Context: an optimization exercise on an open-source flow, tuned for small area, a short achievable clock period and few clock cycles per item. The choices shown serve that exercise and are no tape-out recipe.
In this exercise RTL edits were held to simulation tests only and were not proved equivalent to the original.

Design fp_alu_seq, start of the top module:
module fp_alu_seq #(
   parameter int EXP_W = 8,
   parameter int MAN_W = 23
) (
   input  logic                   clk,
   input  logic                   rst,
   input  logic                   in_valid,
   output logic                   in_ready,
   input  logic [2:0]             op,
   input  logic [EXP_W+MAN_W:0]   a,
   input  logic [EXP_W+MAN_W:0]   b,
   output logic                   out_valid,
   input  logic                   out_ready,
   output logic [EXP_W+MAN_W:0]   result,
   output logic [3:0]             flags
);
For scale: ~7,400 cells after synthesis, ~110 I/O pins, ~0.048 sq mm of cells after synthesis.
==> flow/config.mk <==
export PLATFORM = sky130hd
export DESIGN_NAME = fp_alu_seq
export DESIGN_NICKNAME = fp_alu_seq
export VERILOG_FILES = /design/flow/design.v
export SDC_FILE = /design/flow/constraint.sdc
export NUM_CORES = 4
export LEC_CHECK = 0
export ABC_AREA = 1
export CAP_MARGIN = 5
export CORE_MARGIN = 2
export CORE_UTILIZATION = 50
export SETUP_SLACK_MARGIN = 4
export SLEW_MARGIN = 5
==> flow/constraint.sdc <==
create_clock -name core_clock -period 11.0 [get_ports {clk}]
set_input_delay 2.2000 -clock core_clock [delete_from_list [all_inputs] [get_ports {clk}]]
set_output_delay 2.2000 -clock core_clock [all_outputs]
set_load 0.01 [all_outputs]
standard.sh (not shown) runs the stock make flow with config.mk's settings and CLKGATE_MAP_FILE= SYNTH_SCRIPT=/design/flow/synth_recipe.tcl, a recipe that flattens the netlist after the stock synthesis.
==> flow/flow/run.sh <==
#!/bin/bash
# Own flow: the standard layout (standard.sh), except that synthesis runs without
# the full/half-adder extraction (ADDER_MAP_FILE empty), so that ABC maps the adders
# itself. Registers, floorplan, power grid, placement, CTS and routing are the standard ones.
set -euo pipefail
bash standard.sh ADDER_MAP_FILE= synth > synth.log 2>&1
bash standard.sh finish > layout.log 2>&1
The baseline completed without violations.
Testbench counts at the start, summed over its fixed seeds: cycles 3,617, items 3,000.
Then changed:
ABC_CLOCK_PERIOD_IN_PS = 5000   (was unset)
CAP_MARGIN = 20   (was 5)
CORE_UTILIZATION = 40   (was 50)
SLEW_MARGIN = 20   (was 5)
- count of clock-buffer cells in the layout fell by 2
- cell area increases by 1.3%
- synthesized area does not change
- setup slack is worse by 0.014 ns
Then changed:
ABC_CLOCK_PERIOD_IN_PS = unset   (was 5000)
CORE_UTILIZATION = 50   (was 40)
The new run ran to the end with no violations.
Setup slack gains 0.014 ns.
Utilization rises by 11 points.
Hold slack hardly moves.
First-iteration DRC count rises by about 6%.
Cell count falls by about 4%.
Routed wire length falls by 1.2%.
Cell area falls by about 1.3%.
Via count barely changes.
Non-clock buffer count falls by 17.
Sequential cell count does not change.
Then changed:
ABC_CLOCK_PERIOD_IN_PS = 5000   (was unset)
CORE_UTILIZATION = 40   (was 50)
SETUP_SLACK_MARGIN = 5   (was 4)
=> Count of clock-buffer cells in the layout increases by 1; sequential cell count stays the same; wire length increases by 10%; die area increases by 25%.


job 7750:
Starting RTL as in the previous note.
clock: 11.0 ns
lec_check: 0
abc_area: 1
cap_margin: 20
core_margin: 2
core_utilization: 50
gpl_routability_driven: 0
setup_slack_margin: 4
slew_margin: 20
Scripts as last shown in full above: flow/flow/run.sh
Job 7750 reached the final stage; the timing, DRC and antenna checks on its layout passed.
Testbench counts of job 7750, summed over its fixed seeds: cycles 3,617, items 3,000.
Edits applied to the flow inputs when going from job 7750 to job 4059:
- putting TNS_END_PERCENT at 0 where nothing was set
- clearing GPL_ROUTABILITY_DRIVEN, which used to be 0
- swapping 50 for 40 in CORE_UTILIZATION
Results
Share of layout cells above drive strength 1 | job 4059 below job 7750
In the reports for job 4059 and job 7750, the smaller row count belongs to job 7750.
Delta (job 4059 minus job 7750): growth of design area from synthesis to finish went up by 0.25 points; mux contribution to synthesized area held; number of nets produced by synthesis closely matched the old numbers; routed length per placed instance dropped 0.39 µm.
Compared to job 7750, job 4059 has global-route usage 6.4 points lower.
Re total placed cells including tap cells: job 7750 was lower than job 4059.
Job 4059 ends up with a minimum clock period that is 250 ps higher than in job 7750.
Relative to job 7750, the routed wire length on met3 measured on job 4059 has decreased by more than 10%.
Compared to job 7750, the router laid down more metal wire for job 4059.

port drivers added, routing unchanged:
The results above use ideal ports. As a check the final layouts listed here were re-extracted and re-timed, cells and wires unchanged.
Step 1 sets driving cells, clkbuf_16 on the clock port and buf_2 on the other inputs (assumed; they add their load-dependent delay and slew).
Step 2 adds t to the input delays and takes it off the output delays; t is the mean of the earliest and latest rising clock arrival at the registers after step 1. Input paths then give back, and output paths get back, about the clock's delay inside the block.
Slacks: ideal ports / drivers / drivers and shift; pairs: ideal ports / drivers.
run	t (ns)	setup slack, ns	worst setup path at the end	slew at the worst register clock pin (ns)	cell pins on the clock port's net
the first run of note 1	0.715	4.197 / 4.119 / 3.878	input to register	0.07 / 0.07	1
the second run of note 1	0.695	4.183 / 4.116 / 4.233	input to register	0.07 / 0.07	1
the third run of note 1	0.715	4.197 / 4.119 / 3.878	input to register	0.07 / 0.07	1
the fourth run of note 1	0.702	4.271 / 4.199 / 4.445	register to register	0.07 / 0.07	1
job 7750	0.724	4.124 / 4.054 / 3.961	input to register	0.07 / 0.07	1
job 4059	0.697	3.877 / 3.808 / 3.931	register to register	0.07 / 0.07	1
After both steps every run listed still meets setup and hold.
